This design comes from an exercise in tuning for small area and a short achievable clock period on the open sky130 flow, not from production work. At most, simulation tests tie the RTL to the original design; equivalence was not proved. For runs 2 and 3, only the layout was checked, not whether the RTL still works. Power is estimated from default activity; no workload was simulated.

==> flow/design.v <==
`timescale 1ns/1ns
`default_nettype none
package cpu_pkg;
	typedef logic [32-1:0]    word_t;
	typedef logic [32-1:0]    instr_t;
	typedef logic [5-1:0]  reg_idx_t;
	typedef logic [12-1:0]    pc_t;
	typedef logic [17-1:0]   imm_t;
	typedef logic [27-1:0] status_t;
	typedef logic [6-1:0] dmem_addr_t;
	typedef enum logic [4:0] {
		OP_ARITH = 5'd0,
		OP_J     = 5'd1,
		OP_BNE   = 5'd2,
		OP_JAL   = 5'd3,
		OP_JR    = 5'd4,
		OP_ADDI  = 5'd5,
		OP_BLT   = 5'd6,
		OP_SW    = 5'd7,
		OP_LW    = 5'd8,
		OP_SETX  = 5'd21
	} opcode_e;
	typedef enum logic [4:0] {
		ALU_ADD = 5'd0,
		ALU_SUB = 5'd1,
		ALU_AND = 5'd2,
		ALU_OR  = 5'd3,
		ALU_SLL = 5'd4,
		ALU_SRA = 5'd5
	} alu_op_e;
	typedef enum logic [1:0] {
		WB_ALU,
		WB_MEM,
		WB_LINK
	} wb_sel_e;
endpackage
`default_nettype wire
`timescale 1ns/1ns
`default_nettype none
module alu (
	input  cpu_pkg::word_t i_a,
	input  cpu_pkg::word_t i_b,
	input  cpu_pkg::word_t i_imm,
	input  logic           i_is_r,
	input  logic           i_use_imm,
	input  logic           i_sub,
	input  logic [4:0]     i_funct,
	input  logic [4:0]     i_shamt,
	output cpu_pkg::word_t o_result,
	output logic           o_ovf,
	output logic           o_ne,
	output logic           o_lt
);
	cpu_pkg::word_t op_b;
	cpu_pkg::word_t op_bx;
	cpu_pkg::word_t prop;
	cpu_pkg::word_t sum;
	cpu_pkg::word_t sh_in;
	cpu_pkg::word_t sh_out;
	cpu_pkg::word_t sh_rev;
	logic           sh_left;
	logic           sh_fill;
	assign op_b  = i_use_imm ? i_imm : i_b;
	assign op_bx = op_b ^ {32{i_sub}};
	assign prop  = i_a ^ op_bx;
	assign sum   = i_a + op_bx + {31'd0, i_sub};
	assign o_ovf = (i_a[32-1] == op_bx[32-1]) && (sum[32-1] != i_a[32-1]);
	assign o_ne = ~&prop;
	assign o_lt = ~(sum[32-1] ^ o_ovf) & o_ne;
	assign sh_left = ~i_funct[0];
	assign sh_fill = i_funct[0] & i_a[32-1];
	always_comb begin
		for (int i = 0; i < 32; i++) sh_in[i] = sh_left ? i_a[32-1-i] : i_a[i];
	end
	assign sh_out = $signed({sh_fill, sh_in}) >>> i_shamt;
	always_comb begin
		for (int i = 0; i < 32; i++) sh_rev[i] = sh_out[32-1-i];
	end
	always_comb begin
		case (i_funct)
			5'd0, 5'd1: o_result = sum;
			5'd2:       o_result = i_a & i_b;
			5'd3:       o_result = i_a | i_b;
			5'd4:       o_result = sh_rev;
			5'd5:       o_result = sh_out;
			default:    o_result = '0;
		endcase
		if (!i_is_r) o_result = sum;
	end
endmodule
`default_nettype wire
`timescale 1ns/1ns
`default_nettype none
module instr_decoder (
	input  cpu_pkg::instr_t i_instr,
	output logic ctl_is_r,
	output logic ctl_is_addi,
	output logic ctl_is_sw,
	output logic ctl_is_lw,
	output logic ctl_is_j,
	output logic ctl_is_jal,
	output logic ctl_is_jr,
	output logic ctl_is_bne,
	output logic ctl_is_blt,
	output logic ctl_is_setx,
	output logic ctl_b_is_rd,
	output logic ctl_reg_we,
	output logic ctl_ovf_chk
);
	logic [4:0] op;
	logic [4:0] funct;
	assign op    = i_instr[31:27];
	assign funct = i_instr[6:2];
	assign ctl_is_r    = (op == 5'd0);
	assign ctl_is_j    = (op == 5'd1);
	assign ctl_is_bne  = (op == 5'd2);
	assign ctl_is_jal  = (op == 5'd3);
	assign ctl_is_jr   = (op == 5'd4);
	assign ctl_is_addi = (op == 5'd5);
	assign ctl_is_blt  = (op == 5'd6);
	assign ctl_is_sw   = (op == 5'd7);
	assign ctl_is_lw   = (op == 5'd8);
	assign ctl_is_setx = (op == 5'd21);
	assign ctl_b_is_rd = op[1] | op[2];
	assign ctl_reg_we  = ctl_is_r | ctl_is_addi | ctl_is_lw | ctl_is_jal;
	assign ctl_ovf_chk = ctl_is_addi | (ctl_is_r & (funct[4:1] == 4'd0));
endmodule
`default_nettype wire
`timescale 1ns/1ns
`default_nettype none
module rf_aoi22 (input logic a1, a2, b1, b2, output logic y);
	assign y = ~((a1 & a2) | (b1 & b2));
endmodule
module rf_nand4 (input logic a, b, c, d, output logic y);
	assign y = ~(a & b & c & d);
endmodule
module rf_nor2 (input logic a, b, output logic y);
	assign y = ~(a | b);
endmodule
module rf_nand2 (input logic a, b, output logic y);
	assign y = ~(a & b);
endmodule
module rf_and2 (input logic a, b, output logic y);
	assign y = a & b;
endmodule
module rf_xor2 (input logic a, b, output logic y);
	assign y = a ^ b;
endmodule
module rf_ao21 (input logic a, b, c, output logic y);
	assign y = a | (b & c);
endmodule
module rf_nand3 (input logic a, b, c, output logic y);
	assign y = ~(a & b & c);
endmodule
module rf_nor3 (input logic a, b, c, output logic y);
	assign y = ~(a | b | c);
endmodule
module rf_mux2 (input logic s, a, b, output logic y);
	assign y = s ? b : a;
endmodule
module rf_predec2 (input logic [1:0] i_a, output logic [3:0] o_n);
	always_comb begin
		for (int j = 0; j < 4; j++) o_n[j] = ~(i_a == j);
	end
endmodule
module rf_predec3 (input logic [2:0] i_a, output logic [7:0] o_n);
	always_comb begin
		for (int j = 0; j < 8; j++) o_n[j] = ~(i_a == j);
	end
endmodule
module rf_wb_hit (
	input  cpu_pkg::reg_idx_t i_idx,
	input  cpu_pkg::reg_idx_t i_wb_idx,
	input  logic              i_wb_v,
	input  logic              i_wb_load,
	output logic              o_hit_load,
	output logic              o_hit_val
);
	logic hit;
	assign hit        = i_wb_v && (i_idx == i_wb_idx);
	assign o_hit_load = hit && i_wb_load;
	assign o_hit_val  = hit && !i_wb_load;
endmodule
module rf_select (
	input  cpu_pkg::reg_idx_t i_idx,
	input  logic [31:1]       i_valid_n,
	input  cpu_pkg::reg_idx_t i_wb_idx,
	input  logic              i_wb_v,
	input  logic              i_wb_load,
	output logic [31:1]       o_sel,
	output logic              o_hit_load,
	output logic              o_hit_val
);
	logic [3:0] lo_n;
	logic [7:0] hi_n;
	rf_predec2 lo_i (.i_a(i_idx[1:0]), .o_n(lo_n));
	rf_predec3 hi_i (.i_a(i_idx[4:2]), .o_n(hi_n));
	for (genvar i = 1; i < 32; i++) begin : g_sel
		rf_nor3 u (.a(lo_n[i % 4]), .b(hi_n[i / 4]), .c(i_valid_n[i]), .y(o_sel[i]));
	end
	rf_wb_hit hit_i (
		.i_idx(i_idx), .i_wb_idx(i_wb_idx), .i_wb_v(i_wb_v), .i_wb_load(i_wb_load),
		.o_hit_load(o_hit_load), .o_hit_val(o_hit_val)
	);
endmodule
module rf_select2 (
	input  cpu_pkg::reg_idx_t i_idx0,
	input  cpu_pkg::reg_idx_t i_idx1,
	input  logic              i_pick,
	input  logic [31:1]       i_valid_n,
	input  cpu_pkg::reg_idx_t i_wb_idx,
	input  logic              i_wb_v,
	input  logic              i_wb_load,
	output logic [31:1]       o_sel,
	output logic              o_hit_load,
	output logic              o_hit_val
);
	logic [3:0] lo0_n, lo1_n, lo_n;
	logic [7:0] hi0_n, hi1_n, hi_n;
	logic       hl0, hl1, hv0, hv1;
	rf_predec2 lo0_i (.i_a(i_idx0[1:0]), .o_n(lo0_n));
	rf_predec3 hi0_i (.i_a(i_idx0[4:2]), .o_n(hi0_n));
	rf_predec2 lo1_i (.i_a(i_idx1[1:0]), .o_n(lo1_n));
	rf_predec3 hi1_i (.i_a(i_idx1[4:2]), .o_n(hi1_n));
	for (genvar j = 0; j < 4; j++) begin : g_lo
		rf_mux2 u (.s(i_pick), .a(lo0_n[j]), .b(lo1_n[j]), .y(lo_n[j]));
	end
	for (genvar j = 0; j < 8; j++) begin : g_hi
		rf_mux2 u (.s(i_pick), .a(hi0_n[j]), .b(hi1_n[j]), .y(hi_n[j]));
	end
	for (genvar i = 1; i < 32; i++) begin : g_sel
		rf_nor3 u (.a(lo_n[i % 4]), .b(hi_n[i / 4]), .c(i_valid_n[i]), .y(o_sel[i]));
	end
	rf_wb_hit hit0_i (
		.i_idx(i_idx0), .i_wb_idx(i_wb_idx), .i_wb_v(i_wb_v), .i_wb_load(i_wb_load),
		.o_hit_load(hl0), .o_hit_val(hv0)
	);
	rf_wb_hit hit1_i (
		.i_idx(i_idx1), .i_wb_idx(i_wb_idx), .i_wb_v(i_wb_v), .i_wb_load(i_wb_load),
		.o_hit_load(hl1), .o_hit_val(hv1)
	);
	rf_mux2 hl_i (.s(i_pick), .a(hl0), .b(hl1), .y(o_hit_load));
	rf_mux2 hv_i (.s(i_pick), .a(hv0), .b(hv1), .y(o_hit_val));
endmodule
module rf_read_bit (
	input  logic [31:1] i_sel,
	input  logic [31:1] i_d,
	input  logic        i_hit_load,
	input  logic        i_mem,
	input  logic        i_hit_val,
	input  logic        i_val,
	output logic        o_q
);
	logic [15:0] l1;
	logic [3:0]  l2;
	logic [1:0]  l3;
	logic        wb_n;
	for (genvar g = 0; g < 15; g++) begin : g_l1
		rf_aoi22 u (.a1(i_sel[2*g+1]), .a2(i_d[2*g+1]), .b1(i_sel[2*g+2]), .b2(i_d[2*g+2]), .y(l1[g]));
	end
	rf_nand2 l1_last (.a(i_sel[31]), .b(i_d[31]), .y(l1[15]));
	for (genvar g = 0; g < 4; g++) begin : g_l2
		rf_nand4 u (.a(l1[4*g]), .b(l1[4*g+1]), .c(l1[4*g+2]), .d(l1[4*g+3]), .y(l2[g]));
	end
	for (genvar g = 0; g < 2; g++) begin : g_l3
		rf_nor2 u (.a(l2[2*g]), .b(l2[2*g+1]), .y(l3[g]));
	end
	rf_aoi22 wb (.a1(i_hit_load), .a2(i_mem), .b1(i_hit_val), .b2(i_val), .y(wb_n));
	rf_nand3 l4 (.a(l3[0]), .b(l3[1]), .c(wb_n), .y(o_q));
endmodule
module rf_read (
	input  logic [31:1]          i_sel,
	input  logic [31:1][31:0]    i_regs,
	input  logic                 i_hit_load,
	input  cpu_pkg::word_t       i_mem,
	input  logic                 i_hit_val,
	input  cpu_pkg::word_t       i_val,
	output cpu_pkg::word_t       o_data
);
	for (genvar b = 0; b < 32; b++) begin : g_bit
		logic [31:1] d;
		always_comb begin
			for (int i = 1; i < 32; i++) d[i] = i_regs[i][b];
		end
		rf_read_bit u (
			.i_sel(i_sel), .i_d(d), .i_hit_load(i_hit_load), .i_mem(i_mem[b]),
			.i_hit_val(i_hit_val), .i_val(i_val[b]), .o_q(o_data[b])
		);
	end
endmodule
module reg_file (
	input  logic              i_clk,
	input  logic              i_rst_n,
	input  cpu_pkg::reg_idx_t i_ra_idx,
	input  cpu_pkg::reg_idx_t i_rb_idx0,
	input  cpu_pkg::reg_idx_t i_rb_idx1,
	input  logic              i_rb_pick,
	input  cpu_pkg::reg_idx_t i_wr_idx,
	input  logic              i_we,
	input  logic              i_load,
	input  cpu_pkg::word_t    i_wdata,
	input  cpu_pkg::word_t    i_mem_rdata,
	output cpu_pkg::dmem_addr_t o_load_addr,
	output cpu_pkg::word_t    o_rdata_a,
	output cpu_pkg::word_t    o_rdata_b
);
	localparam int N = 2**5;
	logic [N-1:1][31:0] regs;
	logic [N-1:1]   valid_q;
	logic [N-1:1]   wsel;
	logic [N-1:1]   rvalid_n;
	logic [N-1:1]   rsel_a;
	logic [N-1:1]   rsel_b;
	logic           hit_load_a, hit_val_a, hit_load_b, hit_val_b;
	logic              wb_v_q;
	logic              wb_load_q;
	cpu_pkg::reg_idx_t wb_idx_q;
	cpu_pkg::word_t    wb_val_q;
	cpu_pkg::word_t    wb_data;
	always_ff @(posedge i_clk or negedge i_rst_n) begin
		if (!i_rst_n) begin
			wb_v_q <= 1'b0;
		end else begin
			wb_v_q <= i_we && (i_wr_idx != '0);
		end
	end
	always_ff @(posedge i_clk) begin
		wb_load_q <= i_load;
		wb_idx_q  <= i_wr_idx;
		wb_val_q  <= i_wdata;
	end
	assign o_load_addr = wb_val_q[6-1:0];
	assign wb_data     = wb_load_q ? i_mem_rdata : wb_val_q;
	always_comb begin
		for (int i = 1; i < N; i++) begin
			wsel[i]     = wb_v_q && (wb_idx_q == i);
			rvalid_n[i] = !(valid_q[i] && !wsel[i]);
		end
	end
	always_ff @(posedge i_clk or negedge i_rst_n) begin
		if (!i_rst_n) begin
			valid_q <= '0;
		end else begin
			valid_q <= valid_q | wsel;
		end
	end
	for (genvar i = 1; i < N; i++) begin : g_reg
		always_ff @(posedge i_clk) begin
			if (wsel[i]) regs[i] <= wb_data;
		end
	end
	rf_select sel_a_i (
		.i_idx(i_ra_idx), .i_valid_n(rvalid_n), .i_wb_idx(wb_idx_q), .i_wb_v(wb_v_q),
		.i_wb_load(wb_load_q), .o_sel(rsel_a), .o_hit_load(hit_load_a), .o_hit_val(hit_val_a)
	);
	rf_select2 sel_b_i (
		.i_idx0(i_rb_idx0), .i_idx1(i_rb_idx1), .i_pick(i_rb_pick),
		.i_valid_n(rvalid_n), .i_wb_idx(wb_idx_q), .i_wb_v(wb_v_q),
		.i_wb_load(wb_load_q), .o_sel(rsel_b), .o_hit_load(hit_load_b), .o_hit_val(hit_val_b)
	);
	rf_read read_a_i (
		.i_sel(rsel_a), .i_regs(regs), .i_hit_load(hit_load_a), .i_mem(i_mem_rdata),
		.i_hit_val(hit_val_a), .i_val(wb_val_q), .o_data(o_rdata_a)
	);
	rf_read read_b_i (
		.i_sel(rsel_b), .i_regs(regs), .i_hit_load(hit_load_b), .i_mem(i_mem_rdata),
		.i_hit_val(hit_val_b), .i_val(wb_val_q), .o_data(o_rdata_b)
	);
endmodule
`default_nettype wire
`timescale 1ns/1ns
`default_nettype none
module pc_unit (
	input  logic           i_clk,
	input  logic           i_rst_n,
	input  cpu_pkg::instr_t i_instr,
	input  logic           i_is_j,
	input  logic           i_is_jr,
	input  logic           i_is_bne,
	input  logic           i_is_blt,
	input  logic           i_ne,
	input  logic           i_lt,
	input  cpu_pkg::word_t i_jr_addr,
	output cpu_pkg::pc_t   o_pc,
	output cpu_pkg::pc_t   o_pc_plus_one
);
	cpu_pkg::pc_t pc_q;
	cpu_pkg::pc_t pc_next;
	cpu_pkg::pc_t pc_branch;
	logic         taken;
	assign o_pc_plus_one = pc_q + 1'b1;
	assign pc_branch     = o_pc_plus_one + i_instr[12-1:0];
	assign taken = (i_is_bne && i_ne) || (i_is_blt && i_lt);
	always_comb begin
		if (i_is_jr) begin
			pc_next = i_jr_addr[12-1:0];
		end else if (i_is_j) begin
			pc_next = i_instr[12-1:0];
		end else if (taken) begin
			pc_next = pc_branch;
		end else begin
			pc_next = o_pc_plus_one;
		end
	end
	always_ff @(posedge i_clk or negedge i_rst_n) begin
		if (!i_rst_n) begin
			pc_q <= '0;
		end else begin
			pc_q <= pc_next;
		end
	end
	assign o_pc = pc_q;
endmodule
`default_nettype wire
`timescale 1ns/1ns
`default_nettype none
module dm_select (
	input  cpu_pkg::dmem_addr_t i_base,
	input  cpu_pkg::dmem_addr_t i_offset,
	output logic [2**6-1:0] o_sel
);
	always_comb begin
		for (int k = 0; k < 2**6; k++) begin
			logic m;
			logic c;
			m = 1'b1;
			for (int i = 0; i < 6; i++) begin
				if (i == 0) c = 1'b0;
				else c = (i_base[i-1] == i_offset[i-1]) ? i_base[i-1] : ~k[i-1];
				m = m & ((i_base[i] ^ i_offset[i] ^ c) == k[i]);
			end
			o_sel[k] = m;
		end
	end
endmodule
module dm_read_bit (
	input  logic [63:0] i_sel,
	input  logic [63:0] i_d,
	output logic        o_q
);
	logic [31:0] l1;
	logic [7:0]  l2;
	logic [3:0]  l3;
	for (genvar g = 0; g < 32; g++) begin : g_l1
		rf_aoi22 u (.a1(i_sel[2*g]), .a2(i_d[2*g]), .b1(i_sel[2*g+1]), .b2(i_d[2*g+1]), .y(l1[g]));
	end
	for (genvar g = 0; g < 8; g++) begin : g_l2
		rf_nand4 u (.a(l1[4*g]), .b(l1[4*g+1]), .c(l1[4*g+2]), .d(l1[4*g+3]), .y(l2[g]));
	end
	for (genvar g = 0; g < 4; g++) begin : g_l3
		rf_nor2 u (.a(l2[2*g]), .b(l2[2*g+1]), .y(l3[g]));
	end
	rf_nand4 l4 (.a(l3[0]), .b(l3[1]), .c(l3[2]), .d(l3[3]), .y(o_q));
endmodule
module dm_read (
	input  logic [2**6-1:0]       i_sel,
	input  logic [2**6-1:0][31:0] i_mem,
	output cpu_pkg::word_t               o_data
);
	for (genvar b = 0; b < 32; b++) begin : g_bit
		logic [63:0] d;
		always_comb begin
			for (int i = 0; i < 64; i++) d[i] = i_mem[i][b];
		end
		dm_read_bit u (.i_sel(i_sel), .i_d(d), .o_q(o_data[b]));
	end
endmodule
module dm_decode (
	input  cpu_pkg::dmem_addr_t    i_addr,
	output logic [2**6-1:0] o_sel
);
	logic [7:0] lo_n;
	logic [7:0] hi_n;
	rf_predec3 lo_i (.i_a(i_addr[2:0]), .o_n(lo_n));
	rf_predec3 hi_i (.i_a(i_addr[5:3]), .o_n(hi_n));
	for (genvar k = 0; k < 2**6; k++) begin : g_sel
		rf_nor2 u (.a(lo_n[k % 8]), .b(hi_n[k / 8]), .y(o_sel[k]));
	end
endmodule
module data_mem (
	input  logic                i_clk,
	input  logic                i_we,
	input  cpu_pkg::dmem_addr_t i_base,
	input  cpu_pkg::dmem_addr_t i_offset,
	input  cpu_pkg::word_t      i_wdata,
	input  cpu_pkg::dmem_addr_t i_raddr,
	output cpu_pkg::word_t      o_rdata
);
	localparam int N = 2**6;
	logic [N-1:0][31:0] mem;
	logic [N-1:0]       sel;
	logic [N-1:0]       rsel;
	dm_select select_i (.i_base(i_base), .i_offset(i_offset), .o_sel(sel));
	for (genvar i = 0; i < N; i++) begin : g_word
		always_ff @(posedge i_clk) begin
			if (i_we && sel[i]) mem[i] <= i_wdata;
		end
	end
	dm_decode decode_i (.i_addr(i_raddr), .o_sel(rsel));
	dm_read read_i (.i_sel(rsel), .i_mem(mem), .o_data(o_rdata));
endmodule
`default_nettype wire
`timescale 1ns/1ns
`default_nettype none
module addr_add (
	input  cpu_pkg::dmem_addr_t i_a,
	input  cpu_pkg::dmem_addr_t i_b,
	output cpu_pkg::dmem_addr_t o_sum
);
	logic [5:0] g, p;
	logic [5:1] c;
	logic       g32, p32;
	for (genvar i = 0; i < 6; i++) begin : g_pg
		rf_and2 g_i (.a(i_a[i]), .b(i_b[i]), .y(g[i]));
		rf_xor2 p_i (.a(i_a[i]), .b(i_b[i]), .y(p[i]));
	end
	assign c[1] = g[0];
	rf_ao21 c2_i  (.a(g[1]), .b(p[1]), .c(g[0]), .y(c[2]));
	rf_ao21 g32_i (.a(g[3]), .b(p[3]), .c(g[2]), .y(g32));
	rf_and2 p32_i (.a(p[3]), .b(p[2]), .y(p32));
	rf_ao21 c3_i  (.a(g[2]), .b(p[2]), .c(c[2]), .y(c[3]));
	rf_ao21 c4_i  (.a(g32), .b(p32), .c(c[2]), .y(c[4]));
	rf_ao21 c5_i  (.a(g[4]), .b(p[4]), .c(c[4]), .y(c[5]));
	assign o_sum[0] = p[0];
	for (genvar i = 1; i < 6; i++) begin : g_sum
		rf_xor2 s_i (.a(p[i]), .b(c[i]), .y(o_sum[i]));
	end
endmodule
module cpu_top (
	input  logic                i_clk,
	input  logic                i_rst_n,
	input  cpu_pkg::instr_t     i_instr,
	output cpu_pkg::pc_t        o_pc,
	output logic                o_dmem_we,
	output cpu_pkg::dmem_addr_t o_dmem_addr,
	output cpu_pkg::word_t      o_dmem_wdata,
	output cpu_pkg::status_t    o_status
);
	logic is_r, is_addi, is_sw, is_lw, is_j, is_jal, is_jr, is_bne, is_blt, is_setx;
	logic b_is_rd, reg_we, ovf_chk;
	cpu_pkg::reg_idx_t rd;
	cpu_pkg::reg_idx_t rs;
	cpu_pkg::reg_idx_t rt;
	cpu_pkg::word_t    imm;
	cpu_pkg::word_t rdata_a;
	cpu_pkg::word_t rdata_b;
	cpu_pkg::word_t alu_result;
	cpu_pkg::word_t mem_rdata;
	cpu_pkg::word_t wb_data;
	cpu_pkg::pc_t   pc_plus_one;
	cpu_pkg::dmem_addr_t mem_addr;
	cpu_pkg::dmem_addr_t load_addr;
	cpu_pkg::status_t status_q;
	logic alu_ovf, alu_ne, alu_lt;
	assign rd  = i_instr[26:22];
	assign rs  = i_instr[21:17];
	assign rt  = i_instr[16:12];
	assign imm = {{(32-17){i_instr[17-1]}}, i_instr[17-1:0]};
	instr_decoder decoder_i (
		.i_instr     (i_instr),
		.ctl_is_r    (is_r),
		.ctl_is_addi (is_addi),
		.ctl_is_sw   (is_sw),
		.ctl_is_lw   (is_lw),
		.ctl_is_j    (is_j),
		.ctl_is_jal  (is_jal),
		.ctl_is_jr   (is_jr),
		.ctl_is_bne  (is_bne),
		.ctl_is_blt  (is_blt),
		.ctl_is_setx (is_setx),
		.ctl_b_is_rd (b_is_rd),
		.ctl_reg_we  (reg_we),
		.ctl_ovf_chk (ovf_chk)
	);
	reg_file reg_file_i (
		.i_clk     (i_clk),
		.i_rst_n   (i_rst_n),
		.i_ra_idx  (rs),
		.i_rb_idx0 (rt),
		.i_rb_idx1 (rd),
		.i_rb_pick (b_is_rd),
		.i_wr_idx  (is_jal ? 5'd31 : rd),
		.i_we      (reg_we),
		.i_load    (is_lw),
		.i_wdata   (wb_data),
		.i_mem_rdata (mem_rdata),
		.o_load_addr (load_addr),
		.o_rdata_a (rdata_a),
		.o_rdata_b (rdata_b)
	);
	alu alu_i (
		.i_a      (rdata_a),
		.i_b      (rdata_b),
		.i_imm    (imm),
		.i_is_r   (is_r),
		.i_use_imm (i_instr[27] | i_instr[30]),
		.i_sub    ((i_instr[28] & ~i_instr[27]) | (is_r & (i_instr[6:2] == 5'd1))),
		.i_funct  (i_instr[6:2]),
		.i_shamt  (i_instr[11:7]),
		.o_result (alu_result),
		.o_ovf    (alu_ovf),
		.o_ne     (alu_ne),
		.o_lt     (alu_lt)
	);
	addr_add addr_add_i (.i_a(rdata_a[6-1:0]), .i_b(imm[6-1:0]), .o_sum(mem_addr));
	data_mem data_mem_i (
		.i_clk   (i_clk),
		.i_we    (is_sw & i_rst_n),
		.i_base  (rdata_a[6-1:0]),
		.i_offset (imm[6-1:0]),
		.i_wdata (rdata_b),
		.i_raddr (load_addr),
		.o_rdata (mem_rdata)
	);
	assign wb_data = is_jal ? {{(32-12){1'b0}}, pc_plus_one} : alu_result;
	pc_unit pc_unit_i (
		.i_clk         (i_clk),
		.i_rst_n       (i_rst_n),
		.i_instr       (i_instr),
		.i_is_j        (is_j | is_jal),
		.i_is_jr       (is_jr),
		.i_is_bne      (is_bne),
		.i_is_blt      (is_blt),
		.i_ne          (alu_ne),
		.i_lt          (alu_lt),
		.i_jr_addr     (rdata_b),
		.o_pc          (o_pc),
		.o_pc_plus_one (pc_plus_one)
	);
	always_ff @(posedge i_clk or negedge i_rst_n) begin
		if (!i_rst_n) begin
			status_q <= '0;
		end else if (is_setx) begin
			status_q <= i_instr[27-1:0];
		end else if (ovf_chk) begin
			status_q <= {{(27-1){1'b0}}, alu_ovf};
		end
	end
	assign o_status     = status_q;
	assign o_dmem_addr  = mem_addr;
	assign o_dmem_wdata = rdata_b;
	assign o_dmem_we    = is_sw & i_rst_n;
endmodule
`default_nettype wire
==> flow/flow/run.sh <==
#!/bin/bash
# The standard layout with these changes: synthesis sees a strong driver
# and a light load on each module port, so it leaves cells at their smallest
# size; resizing may change a cell's footprint; port buffers are buf_4; timing
# repair aims at a larger setup margin; the clock tree uses clkbuf_8 without
# dummy loads.
set -euo pipefail
bash standard.sh \
  ABC_LOAD_IN_FF=1 \
  ABC_DRIVER_CELL=sky130_fd_sc_hd__buf_4 \
  MATCH_CELL_FOOTPRINT=0 \
  SETUP_SLACK_MARGIN=8 \
  TNS_END_PERCENT=100 \
  BUFFER_PORTS_ARGS="-buffer_cell sky130_fd_sc_hd__buf_4" \
  CTS_ARGS="-sink_clustering_enable -repair_clock_nets -dont_use_dummy_load -buf_list sky130_fd_sc_hd__clkbuf_8 -sink_clustering_size 16 -sink_clustering_max_diameter 70" \
  finish > make.log 2>&1
==> flow/standard.sh <==
#!/bin/bash
# synth_recipe.tcl (not shown) runs the flow's synth.tcl, then flattens the netlist and writes it again
# the make line also repeats each setting of config.mk as NAME=value (left out here)
make -C /OpenROAD-flow-scripts/flow DESIGN_CONFIG=/design/flow/config.mk WORK_HOME=/design/flow/orfs CLKGATE_MAP_FILE= SYNTH_SCRIPT=/design/flow/synth_recipe.tcl "${@:-finish}"
==> flow/config.mk <==
export PLATFORM = sky130hd
export DESIGN_NAME = cpu_top
export DESIGN_NICKNAME = cpu_top
export VERILOG_FILES = /design/flow/design.v
export SDC_FILE = /design/flow/constraint.sdc
export NUM_CORES = 8
export LEC_CHECK = 0
export CAP_MARGIN = 20
export CORE_MARGIN = 2
export CORE_UTILIZATION = 60
export PLACE_DENSITY = 0.7
export SETUP_SLACK_MARGIN = 5
export SLEW_MARGIN = 20
export SYNTH_HIERARCHICAL = 1
export SYNTH_MEMORY_MAX_BITS = 16384
export SYNTH_MINIMUM_KEEP_SIZE = 0
==> flow/constraint.sdc <==
create_clock -name core_clock -period 16.0 [get_ports {i_clk}]
set_input_delay 3.2000 -clock core_clock [delete_from_list [all_inputs] [get_ports {i_clk}]]
set_output_delay 3.2000 -clock core_clock [all_outputs]
set_load 0.01 [all_outputs]
==> results.sh, run 1 <==
export IMPL_die_area_mm2=0.215
export IMPL_tritoncts="done"
export IMPL_cap_violations=0
export IMPL_worst_slack_ns=6.64
export IMPL_finalCoreUtilization=0.689
export IMPL_number_of_drc_markers_in_iteration_0=19041
export IMPL_worst_setup_hold_path_clk_slew_ns=0.10
export IMPL_pin_slew_with_the_least_headroom_to_its_limit_ns=1.17
export IMPL_antenna_left=0
export IMPL_synthesized_instance_count=7860
export IMPL_layout_min_cycle_time_ns=9.36
export IMPL_crit_arrival_ns=6.16
export IMPL_worstHoldPathType="reg -> reg"
export IMPL_grt_setup_unrepaired="true"
export IMPL_cts_root_buf="sky130_fd_sc_hd__clkbuf_8"
export IMPL_tns_ns=0
export IMPL_initial_core_util=0.604
export IMPL_fmax_mhz=107
export IMPL_detailed_route_vias_per_instance=7.87
export IMPL_finalMaxSlewViolations=0
export IMPL_netlist_area_mm2=0.127
export IMPL_dr_pass1_iters=14
export IMPL_setup_worst_path_class="reg -> out"
export IMPL_die_y_um=463
export IMPL_worst_ir_drop_vdd_mv=0.120
export IMPL_cts_htree_levels=4
export IMPL_drc=0
export IMPL_r2r_slack_ns=7.47
export IMPL_die_width_um=463
export IMPL_grt_overflow_total=0
export IMPL_synth_fp_nets=7953
export IMPL_area_of_the_core_mm2=0.210
export IMPL_fin_worst_hold_slack_ns=0.483
export IMPL_yosysWarningCount=16
export IMPL_global_route_usage_total=0.435
export IMPL_grt_max_degree=66
export IMPL_leakage_uw=0.0462
export IMPL_post_drt_wl_per_cell_um=42.2
export IMPL_clock_path_buffers=3
export IMPL_cts_sinks=3149
export IMPL_design_portCount=112
export IMPL_power_per_cell_area_mw_per_mm2=112
export IMPL_path_max_fanout=32
export IMPL_startpoint_type="register"
export IMPL_post_route_period_util=0.585
export IMPL_clock_skew_final_ns=0.181
export IMPL_total_wire_length_after_detailed_routing_um=489000
export IMPL_num_rows=168
export IMPL_grt_pass1_vias=82301
export IMPL_dpl_hpwl_um=256000
export IMPL_fillers=13761
export IMPL_nets=8845
export IMPL_max_slew_margin_rel=0.217
export IMPL_gpl_final_weighted_congestion=1.01
export IMPL_cts_made_buffers=221
export IMPL_io_buffer_count=111
export IMPL_grt_pass1_wl_um=648000
export IMPL_cp_capture_type="primary output"
export IMPL_multi_input_gate_area_in_the_final_layout_mm2=0.0352
export IMPL_routed_via_count=91047
export IMPL_synth_avg_cell_area_um2=16.1
export IMPL_insertion_delay_ns=1.11
export IMPL_register_area_mm2=0.0938
export IMPL_post_cts_hold_buffer_count=0
export IMPL_detailedPlace_worstSlack_ns=5.50
export IMPL_outcome="complete, no violations"
export IMPL_finalHoldViolations=0
export IMPL_post_route_cells_drive_above_1_share=0.191
export IMPL_initial_antenna_violation_count=37
export IMPL_cp_required_ns=12.80
export IMPL_report_final_setup_viol=0
export IMPL_area_growth_pct=14.2
==> through the flow <==
stage          area (um^2)  total power (uW)  std cells
6_report            144000             16200      11575
2_1_floorplan       128000             10800       7860
4_1_cts             142000             15900      11422
5_1_grt             144000             16400      11563
3_3_place_gp        134000             12200      10907
3_5_place_dp        134000             12200      10907
==> worst max-delay path, stage by stage, from the launching register on <==
cell                       delay (ns)
sky130_fd_sc_hd__dfxtp_2         0.61
sky130_fd_sc_hd__nand3b_1        0.34
sky130_fd_sc_hd__buf_4           0.26
sky130_fd_sc_hd__nor2_4          0.04
sky130_fd_sc_hd__buf_4           0.29
sky130_fd_sc_hd__a22oi_1         0.23
sky130_fd_sc_hd__nand4_1         0.29
sky130_fd_sc_hd__nor2_1          0.68
sky130_fd_sc_hd__nand4_1         0.56
sky130_fd_sc_hd__a22oi_1         0.43
sky130_fd_sc_hd__nand3_4         0.24
sky130_fd_sc_hd__xor2_1          0.24
sky130_fd_sc_hd__a21o_1          0.21
sky130_fd_sc_hd__a21o_1          0.17
sky130_fd_sc_hd__a21o_1          0.18
sky130_fd_sc_hd__xor2_2          0.14
sky130_fd_sc_hd__buf_4           0.15
==> cell usage in the layout, fill, tap and decap left out, drive strengths merged, types with 29 or more instances in the layout <==
master / instances
dfrtp: 71
o21ai: 113
o21bai: 38
nand4: 564
dfxtp: 38
nor3: 74
a21oi: 80
nor2: 482
nand2: 207
maj3: 31
nand3: 116
buf: 708
xnor2: 69
and2: 78
mux2i: 89
nor2b: 37
a22oi: 2060
ha: 57
mux4: 49
clkbuf: 279
mux2: 76
a22o: 29
xor2: 41
inv: 40
edfxtp: 3040
==> cell type report <==
class | count | share of cell area
antenna | 20 | 0.000346
clock buffer | 221 | 0.0211
inverter | 41 | 0.00107
multi-input combinational | 4573 | 0.244
sequential | 3149 | 0.650
tap | 2805 | 0.0243
timing repair buffer | 766 | 0.0600
==> layer usage <==
metal  GRT usage  vias to the layer above  wire length, um
met5     0.00847                        -              848
met4       0.236                       46            34900
met3       0.203                     1876            92000
met2       0.591                     8863           198000
met1       0.581                    45232           162000
li1            -                    35030                -
==> registers in the layout (all words and copies together), names as in the netlist <==
signal	flops
data_mem_i.mem	2048
reg_file_i.valid_q	31
reg_file_i.wb_v_q	1
status_q	27
reg_file_i.wb_val_q	32
reg_file_i.wb_load_q	1
reg_file_i.regs	992
reg_file_i.wb_idx_q	5
pc_unit_i.pc_q	12
==> power breakdown <==
part           switching, uW  internal, uW  total, uW
Sequential              95.0          9420       9520
Clock                   2430          1230       3660
Combinational           2320           712       3030
Total                   4840         11400      16200
==> what timing repair did <==
| item | in CTS | in global routing |
|---|---|---|
| pin swaps | 179 | 208 |
| resized for setup | 592 | 180 |
| gates cloned | 60 | 19 |
| setup buffers | 234 | 113 |
| endpoints found under the setup margin | 66 | 56 |
==> final timing paths <==
kind	endpoint	cells past startpoint	startpoint
worst max-delay path	o_dmem_addr[5]	16	reg_file_i.wb_val_q[2]
worst min-delay path	reg_file_i.valid_q[14]	1	reg_file_i.valid_q[14]
worst max register to register	pc_unit_i.pc_q[11]	27	reg_file_i.wb_val_q[2]
worst min register to register	reg_file_i.valid_q[14]	1	reg_file_i.valid_q[14]
max in group asynchronous	status_q[22]	2	i_rst_n
min in group asynchronous	pc_unit_i.pc_q[10]	1	i_rst_n
==> inputs of run 2 (changes only) <==
--- a/flow/design.v
+++ b/flow/design.v
@@ -104,4 +104,5 @@
 	output logic ctl_is_blt,
 	output logic ctl_is_setx,
+	output logic ctl_b_is_rt,
 	output logic ctl_b_is_rd,
 	output logic ctl_reg_we,
@@ -122,5 +123,6 @@
 	assign ctl_is_lw   = (op == 5'd8);
 	assign ctl_is_setx = (op == 5'd21);
-	assign ctl_b_is_rd = op[1] | op[2];
+	rf_nor2 b_is_rt_i (.a(op[1]), .b(op[2]), .y(ctl_b_is_rt));
+	rf_or2  b_is_rd_i (.a(op[1]), .b(op[2]), .y(ctl_b_is_rd));
 	assign ctl_reg_we  = ctl_is_r | ctl_is_addi | ctl_is_lw | ctl_is_jal;
 	assign ctl_ovf_chk = ctl_is_addi | (ctl_is_r & (funct[4:1] == 4'd0));
@@ -132,4 +134,7 @@
 	assign y = ~((a1 & a2) | (b1 & b2));
 endmodule
+module rf_aoi222 (input logic a1, a2, b1, b2, c1, c2, output logic y);
+	assign y = ~((a1 & a2) | (b1 & b2) | (c1 & c2));
+endmodule
 module rf_nand4 (input logic a, b, c, d, output logic y);
 	assign y = ~(a & b & c & d);
@@ -138,4 +143,7 @@
 	assign y = ~(a | b);
 endmodule
+module rf_or2 (input logic a, b, output logic y);
+	assign y = a | b;
+endmodule
 module rf_nand2 (input logic a, b, output logic y);
 	assign y = ~(a & b);
@@ -164,4 +172,14 @@
 	end
 endmodule
+module rf_predec2h (input logic [1:0] i_a, output logic [3:0] o);
+	always_comb begin
+		for (int j = 0; j < 4; j++) o[j] = (i_a == j);
+	end
+endmodule
+module rf_predec3h (input logic [2:0] i_a, output logic [7:0] o);
+	always_comb begin
+		for (int j = 0; j < 8; j++) o[j] = (i_a == j);
+	end
+endmodule
 module rf_predec3 (input logic [2:0] i_a, output logic [7:0] o_n);
 	always_comb begin
@@ -208,4 +226,5 @@
 	input  cpu_pkg::reg_idx_t i_idx1,
 	input  logic              i_pick,
+	input  logic              i_pick_n,
 	input  logic [31:1]       i_valid_n,
 	input  cpu_pkg::reg_idx_t i_wb_idx,
@@ -216,16 +235,16 @@
 	output logic              o_hit_val
 );
-	logic [3:0] lo0_n, lo1_n, lo_n;
-	logic [7:0] hi0_n, hi1_n, hi_n;
+	logic [3:0] lo0, lo1, lo_n;
+	logic [7:0] hi0, hi1, hi_n;
 	logic       hl0, hl1, hv0, hv1;
-	rf_predec2 lo0_i (.i_a(i_idx0[1:0]), .o_n(lo0_n));
-	rf_predec3 hi0_i (.i_a(i_idx0[4:2]), .o_n(hi0_n));
-	rf_predec2 lo1_i (.i_a(i_idx1[1:0]), .o_n(lo1_n));
-	rf_predec3 hi1_i (.i_a(i_idx1[4:2]), .o_n(hi1_n));
+	rf_predec2h lo0_i (.i_a(i_idx0[1:0]), .o(lo0));
+	rf_predec3h hi0_i (.i_a(i_idx0[4:2]), .o(hi0));
+	rf_predec2h lo1_i (.i_a(i_idx1[1:0]), .o(lo1));
+	rf_predec3h hi1_i (.i_a(i_idx1[4:2]), .o(hi1));
 	for (genvar j = 0; j < 4; j++) begin : g_lo
-		rf_mux2 u (.s(i_pick), .a(lo0_n[j]), .b(lo1_n[j]), .y(lo_n[j]));
+		rf_aoi22 u (.a1(i_pick), .a2(lo1[j]), .b1(i_pick_n), .b2(lo0[j]), .y(lo_n[j]));
 	end
 	for (genvar j = 0; j < 8; j++) begin : g_hi
-		rf_mux2 u (.s(i_pick), .a(hi0_n[j]), .b(hi1_n[j]), .y(hi_n[j]));
+		rf_aoi22 u (.a1(i_pick), .a2(hi1[j]), .b1(i_pick_n), .b2(hi0[j]), .y(hi_n[j]));
 	end
 	for (genvar i = 1; i < 32; i++) begin : g_sel
@@ -240,6 +259,6 @@
 		.o_hit_load(hl1), .o_hit_val(hv1)
 	);
-	rf_mux2 hl_i (.s(i_pick), .a(hl0), .b(hl1), .y(o_hit_load));
-	rf_mux2 hv_i (.s(i_pick), .a(hv0), .b(hv1), .y(o_hit_val));
+	rf_mux2 hl_i (.s(i_pick_n), .a(hl1), .b(hl0), .y(o_hit_load));
+	rf_mux2 hv_i (.s(i_pick_n), .a(hv1), .b(hv0), .y(o_hit_val));
 endmodule
 module rf_read_bit (
@@ -250,5 +269,6 @@
 	input  logic        i_hit_val,
 	input  logic        i_val,
-	output logic        o_q
+	output logic        o_q,
+	output logic        o_q2
 );
 	logic [15:0] l1;
@@ -268,4 +288,5 @@
 	rf_aoi22 wb (.a1(i_hit_load), .a2(i_mem), .b1(i_hit_val), .b2(i_val), .y(wb_n));
 	rf_nand3 l4 (.a(l3[0]), .b(l3[1]), .c(wb_n), .y(o_q));
+	rf_nand3 l4b (.a(l3[0]), .b(l3[1]), .c(wb_n), .y(o_q2));
 endmodule
 module rf_read (
@@ -276,5 +297,6 @@
 	input  logic                 i_hit_val,
 	input  cpu_pkg::word_t       i_val,
-	output cpu_pkg::word_t       o_data
+	output cpu_pkg::word_t       o_data,
+	output cpu_pkg::word_t       o_data2
 );
 	for (genvar b = 0; b < 32; b++) begin : g_bit
@@ -285,5 +307,5 @@
 		rf_read_bit u (
 			.i_sel(i_sel), .i_d(d), .i_hit_load(i_hit_load), .i_mem(i_mem[b]),
-			.i_hit_val(i_hit_val), .i_val(i_val[b]), .o_q(o_data[b])
+			.i_hit_val(i_hit_val), .i_val(i_val[b]), .o_q(o_data[b]), .o_q2(o_data2[b])
 		);
 	end
@@ -296,4 +318,5 @@
 	input  cpu_pkg::reg_idx_t i_rb_idx1,
 	input  logic              i_rb_pick,
+	input  logic              i_rb_pick_n,
 	input  cpu_pkg::reg_idx_t i_wr_idx,
 	input  logic              i_we,
@@ -303,5 +326,7 @@
 	output cpu_pkg::dmem_addr_t o_load_addr,
 	output cpu_pkg::word_t    o_rdata_a,
-	output cpu_pkg::word_t    o_rdata_b
+	output cpu_pkg::word_t    o_rdata_a2,
+	output cpu_pkg::word_t    o_rdata_b,
+	output cpu_pkg::word_t    o_rdata_b2
 );
 	localparam int N = 2**5;
@@ -355,5 +380,5 @@
 	);
 	rf_select2 sel_b_i (
-		.i_idx0(i_rb_idx0), .i_idx1(i_rb_idx1), .i_pick(i_rb_pick),
+		.i_idx0(i_rb_idx0), .i_idx1(i_rb_idx1), .i_pick(i_rb_pick), .i_pick_n(i_rb_pick_n),
 		.i_valid_n(rvalid_n), .i_wb_idx(wb_idx_q), .i_wb_v(wb_v_q),
 		.i_wb_load(wb_load_q), .o_sel(rsel_b), .o_hit_load(hit_load_b), .o_hit_val(hit_val_b)
@@ -361,9 +386,9 @@
 	rf_read read_a_i (
 		.i_sel(rsel_a), .i_regs(regs), .i_hit_load(hit_load_a), .i_mem(i_mem_rdata),
-		.i_hit_val(hit_val_a), .i_val(wb_val_q), .o_data(o_rdata_a)
+		.i_hit_val(hit_val_a), .i_val(wb_val_q), .o_data(o_rdata_a), .o_data2(o_rdata_a2)
 	);
 	rf_read read_b_i (
 		.i_sel(rsel_b), .i_regs(regs), .i_hit_load(hit_load_b), .i_mem(i_mem_rdata),
-		.i_hit_val(hit_val_b), .i_val(wb_val_q), .o_data(o_rdata_b)
+		.i_hit_val(hit_val_b), .i_val(wb_val_q), .o_data(o_rdata_b), .o_data2(o_rdata_b2)
 	);
 endmodule
@@ -439,17 +464,22 @@
 	output logic        o_q
 );
-	logic [31:0] l1;
-	logic [7:0]  l2;
-	logic [3:0]  l3;
-	for (genvar g = 0; g < 32; g++) begin : g_l1
-		rf_aoi22 u (.a1(i_sel[2*g]), .a2(i_d[2*g]), .b1(i_sel[2*g+1]), .b2(i_d[2*g+1]), .y(l1[g]));
+	logic [21:0] l1;
+	logic [5:0]  l2;
+	logic [1:0]  l3;
+	for (genvar g = 0; g < 21; g++) begin : g_l1
+		rf_aoi222 u (
+			.a1(i_sel[3*g]), .a2(i_d[3*g]), .b1(i_sel[3*g+1]), .b2(i_d[3*g+1]),
+			.c1(i_sel[3*g+2]), .c2(i_d[3*g+2]), .y(l1[g])
+		);
 	end
-	for (genvar g = 0; g < 8; g++) begin : g_l2
+	rf_nand2 l1_last (.a(i_sel[63]), .b(i_d[63]), .y(l1[21]));
+	for (genvar g = 0; g < 5; g++) begin : g_l2
 		rf_nand4 u (.a(l1[4*g]), .b(l1[4*g+1]), .c(l1[4*g+2]), .d(l1[4*g+3]), .y(l2[g]));
 	end
-	for (genvar g = 0; g < 4; g++) begin : g_l3
-		rf_nor2 u (.a(l2[2*g]), .b(l2[2*g+1]), .y(l3[g]));
+	rf_nand2 l2_last (.a(l1[20]), .b(l1[21]), .y(l2[5]));
+	for (genvar g = 0; g < 2; g++) begin : g_l3
+		rf_nor3 u (.a(l2[3*g]), .b(l2[3*g+1]), .c(l2[3*g+2]), .y(l3[g]));
 	end
-	rf_nand4 l4 (.a(l3[0]), .b(l3[1]), .c(l3[2]), .d(l3[3]), .y(o_q));
+	rf_nand2 l4 (.a(l3[0]), .b(l3[1]), .y(o_q));
 endmodule
 module dm_read (
@@ -509,21 +539,25 @@
 );
 	logic [5:0] g, p;
-	logic [5:1] c;
-	logic       g32, p32;
+	logic       c2, c3, t3;
+	logic       s4_0, s4_1, c5_0, c5_1, s5_0, s5_1;
 	for (genvar i = 0; i < 6; i++) begin : g_pg
 		rf_and2 g_i (.a(i_a[i]), .b(i_b[i]), .y(g[i]));
 		rf_xor2 p_i (.a(i_a[i]), .b(i_b[i]), .y(p[i]));
 	end
-	assign c[1] = g[0];
-	rf_ao21 c2_i  (.a(g[1]), .b(p[1]), .c(g[0]), .y(c[2]));
-	rf_ao21 g32_i (.a(g[3]), .b(p[3]), .c(g[2]), .y(g32));
-	rf_and2 p32_i (.a(p[3]), .b(p[2]), .y(p32));
-	rf_ao21 c3_i  (.a(g[2]), .b(p[2]), .c(c[2]), .y(c[3]));
-	rf_ao21 c4_i  (.a(g32), .b(p32), .c(c[2]), .y(c[4]));
-	rf_ao21 c5_i  (.a(g[4]), .b(p[4]), .c(c[4]), .y(c[5]));
+	rf_or2 t3_i (.a(i_a[3]), .b(i_b[3]), .y(t3));
 	assign o_sum[0] = p[0];
-	for (genvar i = 1; i < 6; i++) begin : g_sum
-		rf_xor2 s_i (.a(p[i]), .b(c[i]), .y(o_sum[i]));
-	end
+	rf_xor2 s1_i (.a(p[1]), .b(g[0]), .y(o_sum[1]));
+	rf_ao21 c2_i (.a(g[1]), .b(p[1]), .c(g[0]), .y(c2));
+	rf_xor2 s2_i (.a(p[2]), .b(c2), .y(o_sum[2]));
+	rf_ao21 c3_i (.a(g[2]), .b(p[2]), .c(c2), .y(c3));
+	rf_xor2 s3_i (.a(p[3]), .b(c3), .y(o_sum[3]));
+	rf_xor2 s4_0_i (.a(p[4]), .b(g[3]), .y(s4_0));
+	rf_xor2 s4_1_i (.a(p[4]), .b(t3), .y(s4_1));
+	rf_ao21 c5_0_i (.a(g[4]), .b(p[4]), .c(g[3]), .y(c5_0));
+	rf_ao21 c5_1_i (.a(g[4]), .b(p[4]), .c(t3), .y(c5_1));
+	rf_xor2 s5_0_i (.a(p[5]), .b(c5_0), .y(s5_0));
+	rf_xor2 s5_1_i (.a(p[5]), .b(c5_1), .y(s5_1));
+	rf_mux2 s4_i (.s(c3), .a(s4_0), .b(s4_1), .y(o_sum[4]));
+	rf_mux2 s5_i (.s(c3), .a(s5_0), .b(s5_1), .y(o_sum[5]));
 endmodule
 module cpu_top (
@@ -538,5 +572,5 @@
 );
 	logic is_r, is_addi, is_sw, is_lw, is_j, is_jal, is_jr, is_bne, is_blt, is_setx;
-	logic b_is_rd, reg_we, ovf_chk;
+	logic b_is_rt, b_is_rd, reg_we, ovf_chk;
 	cpu_pkg::reg_idx_t rd;
 	cpu_pkg::reg_idx_t rs;
@@ -544,4 +578,6 @@
 	cpu_pkg::word_t    imm;
 	cpu_pkg::word_t rdata_a;
+	cpu_pkg::word_t rdata_a2;
+	cpu_pkg::word_t rdata_b2;
 	cpu_pkg::word_t rdata_b;
 	cpu_pkg::word_t alu_result;
@@ -569,4 +605,5 @@
 		.ctl_is_blt  (is_blt),
 		.ctl_is_setx (is_setx),
+		.ctl_b_is_rt (b_is_rt),
 		.ctl_b_is_rd (b_is_rd),
 		.ctl_reg_we  (reg_we),
@@ -580,4 +617,5 @@
 		.i_rb_idx1 (rd),
 		.i_rb_pick (b_is_rd),
+		.i_rb_pick_n (b_is_rt),
 		.i_wr_idx  (is_jal ? 5'd31 : rd),
 		.i_we      (reg_we),
@@ -587,5 +625,7 @@
 		.o_load_addr (load_addr),
 		.o_rdata_a (rdata_a),
-		.o_rdata_b (rdata_b)
+		.o_rdata_a2 (rdata_a2),
+		.o_rdata_b (rdata_b),
+		.o_rdata_b2 (rdata_b2)
 	);
 	alu alu_i (
@@ -603,5 +643,5 @@
 		.o_lt     (alu_lt)
 	);
-	addr_add addr_add_i (.i_a(rdata_a[6-1:0]), .i_b(imm[6-1:0]), .o_sum(mem_addr));
+	addr_add addr_add_i (.i_a(rdata_a2[6-1:0]), .i_b(imm[6-1:0]), .o_sum(mem_addr));
 	data_mem data_mem_i (
 		.i_clk   (i_clk),
@@ -639,5 +679,5 @@
 	assign o_status     = status_q;
 	assign o_dmem_addr  = mem_addr;
-	assign o_dmem_wdata = rdata_b;
+	assign o_dmem_wdata = rdata_b2;
 	assign o_dmem_we    = is_sw & i_rst_n;
 endmodule
--- a/flow/flow/run.sh
+++ b/flow/flow/run.sh
@@ -11,5 +11,5 @@
   MATCH_CELL_FOOTPRINT=0 \
   SETUP_SLACK_MARGIN=8 \
-  TNS_END_PERCENT=100 \
+  TNS_END_PERCENT=20 \
   BUFFER_PORTS_ARGS="-buffer_cell sky130_fd_sc_hd__buf_4" \
   CTS_ARGS="-sink_clustering_enable -repair_clock_nets -dont_use_dummy_load -buf_list sky130_fd_sc_hd__clkbuf_8 -sink_clustering_size 16 -sink_clustering_max_diameter 70" \
==> results.sh, run 2 <==
export IMPL_highest_count_cells_in_the_layout_ignoring_fill_and_taps="3,040 x sky130_fd_sc_hd__edfxtp_1, 952 x sky130_fd_sc_hd__a22oi_1, 676 x sky130_fd_sc_hd__a222oi_1"
export IMPL_initial_core_util=0.604
export IMPL_global_route_usage_total=0.451
export IMPL_finalMaxSlewViolations=0
export IMPL_multi_input_gate_area_in_the_final_layout_mm2=0.0344
export IMPL_path_buf_inv=5
export IMPL_r2r_slack_ns=7.10
export IMPL_routed_via_count=88798
export IMPL_largest_reg_flops=2048
export IMPL_total_wire_length_after_detailed_routing_um=488000
export IMPL_worst_slack_ns=6.42
export IMPL_share_seq_of_total_power=0.579
export IMPL_path_max_fanout=7
export IMPL_comb_power_share=0.198
export IMPL_insertion_delay_ns=1.10
export IMPL_cp_capture_type="primary output"
export IMPL_pin_slew_with_the_least_headroom_to_its_limit_ns=1.36
export IMPL_path_cells="buf_12 -> or3b_4 -> nor3_4 -> buf_12 -> buf_4 -> buf_12 -> a22oi_1 -> nand4_1 -> nor2_4 -> nand3_1 -> xor2_1 -> xor2_1 -> mux2_2 -> buf_4"
export IMPL_min_path_cells=1
export IMPL_grt_setup_unrepaired="true"
export IMPL_drc=0
export IMPL_fmax_mhz=104
export IMPL_hold_path_endpoint="reg_file_i.valid_q[3]"
export IMPL_outcome="complete, no violations"
export IMPL_setup_worst_path_class="in -> out"
export IMPL_worstReg2RegEnd="pc_unit_i.pc_q[11]"
export IMPL_post_route_cells_drive_above_1_share=0.209
export IMPL_internal_power_uw=11500
export IMPL_tritoncts="done"
export IMPL_worstHoldPathType="reg -> reg"
export IMPL_power_switching_uw=4990
export IMPL_dpl_hpwl_um=258000
export IMPL_detailed_route_vias_per_instance=7.95
export IMPL_sw_frac_of_total=0.303
export IMPL_die_y_um=461
export IMPL_largest_registers="data_mem_i.mem x2048, reg_file_i.regs x992, reg_file_i.wb_val_q x32"
export IMPL_crit_arrival_ns=6.38
export IMPL_synth_fp_nets=7518
export IMPL_holdCritStartpoint="reg_file_i.valid_q[3]"
export IMPL_cts_root_buf="sky130_fd_sc_hd__clkbuf_8"
export IMPL_max_slew_margin_rel=0.0844
export IMPL_worst_r2r_startpoint="reg_file_i.wb_val_q[4]"
export IMPL_reg2reg_depth=24
export IMPL_clock_skew_final_ns=0.181
export IMPL_design_portCount=112
export IMPL_worst_ir_drop_vdd_mv=0.108
export IMPL_grt_max_degree=67
export IMPL_cp_required_ns=12.80
export IMPL_grt_pass1_wl_um=655000
export IMPL_area_of_the_core_mm2=0.207
export IMPL_cts_htree_levels=4
export IMPL_power_per_cell_area_mw_per_mm2=115
export IMPL_netlist_area_mm2=0.125
export IMPL_die_area_mm2=0.212
export IMPL_layout_commonest_cell="sky130_fd_sc_hd__edfxtp_1"
export IMPL_cap_violations=0
export IMPL_synthesized_instance_count=7425
export IMPL_register_with_the_most_flip_flops="data_mem_i.mem"
export IMPL_num_rows=167
export IMPL_critical_path_top_delay_family="simple AND/OR/NAND/NOR gates"
export IMPL_initial_antenna_violation_count=31
export IMPL_io_buffer_count=111
export IMPL_number_of_drc_markers_in_iteration_0=18741
export IMPL_grt_overflow_total=0
export IMPL_critPathSlowestCell="sky130_fd_sc_hd__nor2_4"
export IMPL_finalCoreUtilization=0.694
export IMPL_synth_avg_cell_area_um2=16.8
export IMPL_register_area_mm2=0.0938
export IMPL_finalHoldViolations=0
export IMPL_cts_made_buffers=223
export IMPL_critical_path_max_stage_delay_ns=0.43
export IMPL_die_width_um=461
export IMPL_post_route_period_util=0.599
export IMPL_antenna_left=0
export IMPL_worst_setup_hold_path_clk_slew_ns=0.09
export IMPL_tns_ns=0
export IMPL_nets=8453
export IMPL_yosysWarningCount=18
export IMPL_dp_cells=10506
export IMPL_cts_sinks=3149
export IMPL_detailedPlace_worstSlack_ns=4.43
export IMPL_leakage_uw=0.0468
export IMPL_grt_pass1_vias=81606
export IMPL_dr_pass1_iters=14
export IMPL_clock_path_buffers=3
export IMPL_post_drt_wl_per_cell_um=43.7
export IMPL_post_layout_nonfiller_instances=11171
export IMPL_share_clk_of_total_power=0.222
export IMPL_report_final_setup_viol=0
export IMPL_layout_min_cycle_time_ns=9.58
export IMPL_area_growth_pct=14.8
export IMPL_startpoint_type="input port"
export IMPL_path_common_cell="sky130_fd_sc_hd__buf_12"
export IMPL_fin_worst_hold_slack_ns=0.476
export IMPL_gpl_final_weighted_congestion=1.01
export IMPL_fillers=13428
run 2: layout make-up:
cell class,count,share of cell area
Multi-Input combinational cell,4145,0.239
Sequential cell,3149,0.653
Antenna cell,25,0.000436
Timing Repair Buffer,796,0.0599
Inverter,45,0.00118
Clock buffer,223,0.0214
Tap cell,2788,0.0243
run 2: how the worst max path moves through the flow:
stage / to / slack (ns) / start / cells past startpoint
global route: o_dmem_addr[5] / 6.57 / i_instr[20] / 14
detailed placement: pc_unit_i.pc_q[11] / 4.43 / i_instr[16] / 24
global placement: pc_unit_i.pc_q[11] / 4.55 / i_instr[28] / 24
CTS: o_dmem_addr[4] / 6.76 / i_instr[19] / 14
finish: o_dmem_addr[5] / 6.42 / i_instr[21] / 14
floorplan: o_dmem_addr[4] / 6.91 / i_instr[18] / 9
run 2: per-stage QoR:
step           total power (uW)  cell area, um^2
6_report                  16500           144000
5_1_grt                   16700           144000
4_1_cts                   16200           143000
3_5_place_dp              12500           133000
3_3_place_gp              12400           133000
2_1_floorplan             10900           126000
run 2: layer usage:
metal | wire length (um) | up-vias | GRT usage
li1 | - | 34364 | -
met5 | 156 | - | 0
met1 | 155000 | 43962 | 0.575
met4 | 46100 | 18 | 0.327
met3 | 80300 | 1818 | 0.163
met2 | 207000 | 8636 | 0.641
run 2: what timing repair did:
| action | in CTS | in global routing |
|---|---|---|
| resized for setup | 562 | 57 |
| buffers inserted | 299 | 34 |
| hold buffers | 0 | 0 |
| endpoints found under the setup margin | 2127 | 93 |
| pin swaps | 166 | 56 |
| cloned | 72 | 9 |
run 2: power by group through the flow:
stage                     logic [uW]  registers, uW  clock network (uW)
after floorplan                 1240           9680                   0
after global placement          2710           9720                   0
after detailed placement        2750           9720                   0
after CTS                       3020           9540                3630
after global routing            3230           9550                3900
final                           3270           9550                3660
==> inputs of run 3 (changes only) <==
--- a/flow/flow/run.sh
+++ b/flow/flow/run.sh
@@ -10,5 +10,5 @@
   ABC_DRIVER_CELL=sky130_fd_sc_hd__buf_4 \
   MATCH_CELL_FOOTPRINT=0 \
-  SETUP_SLACK_MARGIN=8 \
+  SETUP_SLACK_MARGIN=7 \
   TNS_END_PERCENT=20 \
   BUFFER_PORTS_ARGS="-buffer_cell sky130_fd_sc_hd__buf_4" \
==> results.sh, run 3 <==
export IMPL_outcome="complete, no violations"
export IMPL_critical_path_max_stage_delay_ns=1.12
export IMPL_sw_frac_of_total=0.302
export IMPL_startpoint_type="register"
export IMPL_finalMaxSlewViolations=0
export IMPL_yosysWarningCount=18
export IMPL_grt_overflow_total=0
export IMPL_clock_skew_final_ns=0.128
export IMPL_worst_setup_hold_path_clk_slew_ns=0.10
export IMPL_netlist_area_mm2=0.125
export IMPL_die_width_um=461
export IMPL_grt_max_degree=68
export IMPL_share_clk_of_total_power=0.223
export IMPL_share_seq_of_total_power=0.585
export IMPL_post_drt_wl_per_cell_um=43.0
export IMPL_largest_reg_flops=2048
export IMPL_register_with_the_most_flip_flops="data_mem_i.mem"
export IMPL_cp_capture_type="primary output"
export IMPL_largest_registers="data_mem_i.mem x2048, reg_file_i.regs x992, reg_file_i.wb_val_q x32"
export IMPL_layout_commonest_cell="sky130_fd_sc_hd__edfxtp_1"
export IMPL_total_wire_length_after_detailed_routing_um=474000
export IMPL_routed_via_count=87717
export IMPL_area_growth_pct=12.2
export IMPL_grt_setup_unrepaired="true"
export IMPL_cts_sinks=3149
export IMPL_path_buf_inv=3
export IMPL_num_rows=167
export IMPL_drc=0
export IMPL_dp_cells=10502
export IMPL_grt_pass1_vias=80124
export IMPL_grt_pass1_wl_um=634000
export IMPL_critical_path_top_delay_family="simple AND/OR/NAND/NOR gates"
export IMPL_post_route_cells_drive_above_1_share=0.182
export IMPL_cap_violations=0
export IMPL_tritoncts="done"
export IMPL_number_of_drc_markers_in_iteration_0=19284
export IMPL_worst_ir_drop_vdd_mv=0.0963
export IMPL_leakage_uw=0.0456
export IMPL_die_area_mm2=0.212
export IMPL_crit_arrival_ns=6.20
export IMPL_post_route_period_util=0.587
export IMPL_path_max_fanout=32
export IMPL_path_common_cell="sky130_fd_sc_hd__buf_4"
export IMPL_io_buffer_count=111
export IMPL_cts_htree_levels=4
export IMPL_design_portCount=112
export IMPL_critPathSlowestCell="sky130_fd_sc_hd__a22oi_2"
export IMPL_cts_made_buffers=221
export IMPL_setup_worst_path_class="reg -> out"
export IMPL_power_switching_uw=4920
export IMPL_synth_fp_nets=7518
export IMPL_internal_power_uw=11400
export IMPL_initial_antenna_violation_count=17
export IMPL_pin_slew_with_the_least_headroom_to_its_limit_ns=1.37
export IMPL_worstHoldPathType="reg -> reg"
export IMPL_synthesized_instance_count=7425
export IMPL_layout_min_cycle_time_ns=9.40
export IMPL_fillers=13802
export IMPL_fin_worst_hold_slack_ns=0.481
export IMPL_synth_avg_cell_area_um2=16.8
export IMPL_tns_ns=0
export IMPL_report_final_setup_viol=0
export IMPL_area_of_the_core_mm2=0.207
export IMPL_highest_count_cells_in_the_layout_ignoring_fill_and_taps="3,040 x sky130_fd_sc_hd__edfxtp_1, 1,009 x sky130_fd_sc_hd__a22oi_1, 676 x sky130_fd_sc_hd__a222oi_1"
export IMPL_cp_required_ns=12.80
export IMPL_fmax_mhz=106
export IMPL_die_y_um=461
export IMPL_dpl_hpwl_um=253000
export IMPL_initial_core_util=0.604
export IMPL_nets=8307
export IMPL_comb_power_share=0.192
export IMPL_path_cells="buf_4 -> or3b_2 -> nor2_4 -> buf_4 -> a222oi_1 -> nand4_1 -> nor3_4 -> nand2_1 -> a22oi_2 -> nand3_1 -> buf_4"
export IMPL_power_per_cell_area_mw_per_mm2=116
export IMPL_insertion_delay_ns=1.10
export IMPL_cts_root_buf="sky130_fd_sc_hd__clkbuf_8"
export IMPL_dr_pass1_iters=13
export IMPL_clock_path_buffers=3
export IMPL_global_route_usage_total=0.434
export IMPL_max_slew_margin_rel=0.0816
export IMPL_post_layout_nonfiller_instances=11016
export IMPL_antenna_left=0
export IMPL_finalHoldViolations=0
export IMPL_detailed_route_vias_per_instance=7.96
export IMPL_gpl_final_weighted_congestion=1.03
run 3: area by class of cell:
class	count	area (um^2)	share of cell area
inverters	45	169	0.00120
clock buffers	221	3040	0.0217
well taps	2788	3490	0.0249
multi-input cells	4157	33600	0.240
flip-flops and latches	3149	93800	0.668
diodes	16	40.0	0.000285
repair buffers	640	6160	0.0439
run 3: final timing paths:
check / start / to / slack [ns] / cells past startpoint
min in group asynchronous: i_rst_n / pc_unit_i.pc_q[11] / 2.02 / 1
hold / removal: reg_file_i.valid_q[4] / reg_file_i.valid_q[4] / 0.48 / 1
setup / recovery: reg_file_i.wb_val_q[4] / o_dmem_wdata[3] / 6.60 / 11
max in group asynchronous: i_rst_n / reg_file_i.valid_q[12] / 12.79 / 2
hold reg to reg: reg_file_i.valid_q[4] / reg_file_i.valid_q[4] / 0.48 / 1
setup reg to reg: reg_file_i.wb_val_q[5] / pc_unit_i.pc_q[11] / 6.91 / 23
run 3: metrics by stage:
step	setup WS, ns	area (um^2)	power, uW	utilization
final	6.60	140000	16300	0.678
after global routing	6.66	140000	16500	0.678
after CTS	6.77	139000	16000	0.671
after detailed placement	4.76	133000	12400	0.641
after global placement	4.93	133000	12400	0.641
after floorplan	6.91	126000	10900	-
run 3: power by group through the flow:
| stage | Combinational (uW) | Sequential, uW | Clock [uW] |
|---|---|---|---|
| 2_1_floorplan | 1230 | 9680 | 0 |
| 6_report | 3130 | 9540 | 3640 |
| 4_1_cts | 2840 | 9530 | 3640 |
| 3_5_place_dp | 2710 | 9720 | 0 |
| 5_1_grt | 3100 | 9540 | 3910 |
| 3_3_place_gp | 2670 | 9710 | 0 |
run 3: metal layers:
layer / vias to the layer above / global-route usage / part of all wire
met1: 43882 / 0.562 / 0.33
met2: 8187 / 0.618 / 0.43
met5: - / 0.0142 / 0.0017
li1: 34063 / - / -
met4: 24 / 0.284 / 0.084
met3: 1561 / 0.161 / 0.16
run 3: repair_timing:
action                     CTS  global route
gates cloned                44            15
buffers inserted           134            84
pin swaps                   97            82
gates resized for setup    306           116
hold buffers                 0             0
setup endpoints to repair   67            51

-- afterwards: timing with drivers on the ports --
Ports are ideal in the flow. The routed layouts listed here were re-timed in OpenROAD.
Step 1, drivers: a clkbuf_16 drives i_clk and a buf_2 each remaining input, both assumed.
Step 2 moves the port delays by t, midway between the first and last clock arrival at a register: inputs arrive t later, outputs are due t later. That takes back most of the time a late clock gives input paths.
Slacks: ideal / step 1 / step 2; pairs: ideal / step 1.
run | t, ns | setup WS [ns] | worst setup path at the end
run 1 | 1.119 | 6.644 / 6.547 / 6.282 | input to register
run 2 | 1.103 | 6.421 / 6.369 / 5.558 | input to register
run 3 | 1.149 | 6.604 / 6.480 / 5.421 | input to register
After both steps every run listed still meets setup and hold. The setup slack of run 3, which loses most, moves by -0.124 ns with the drivers and by -1.183 ns with both steps.
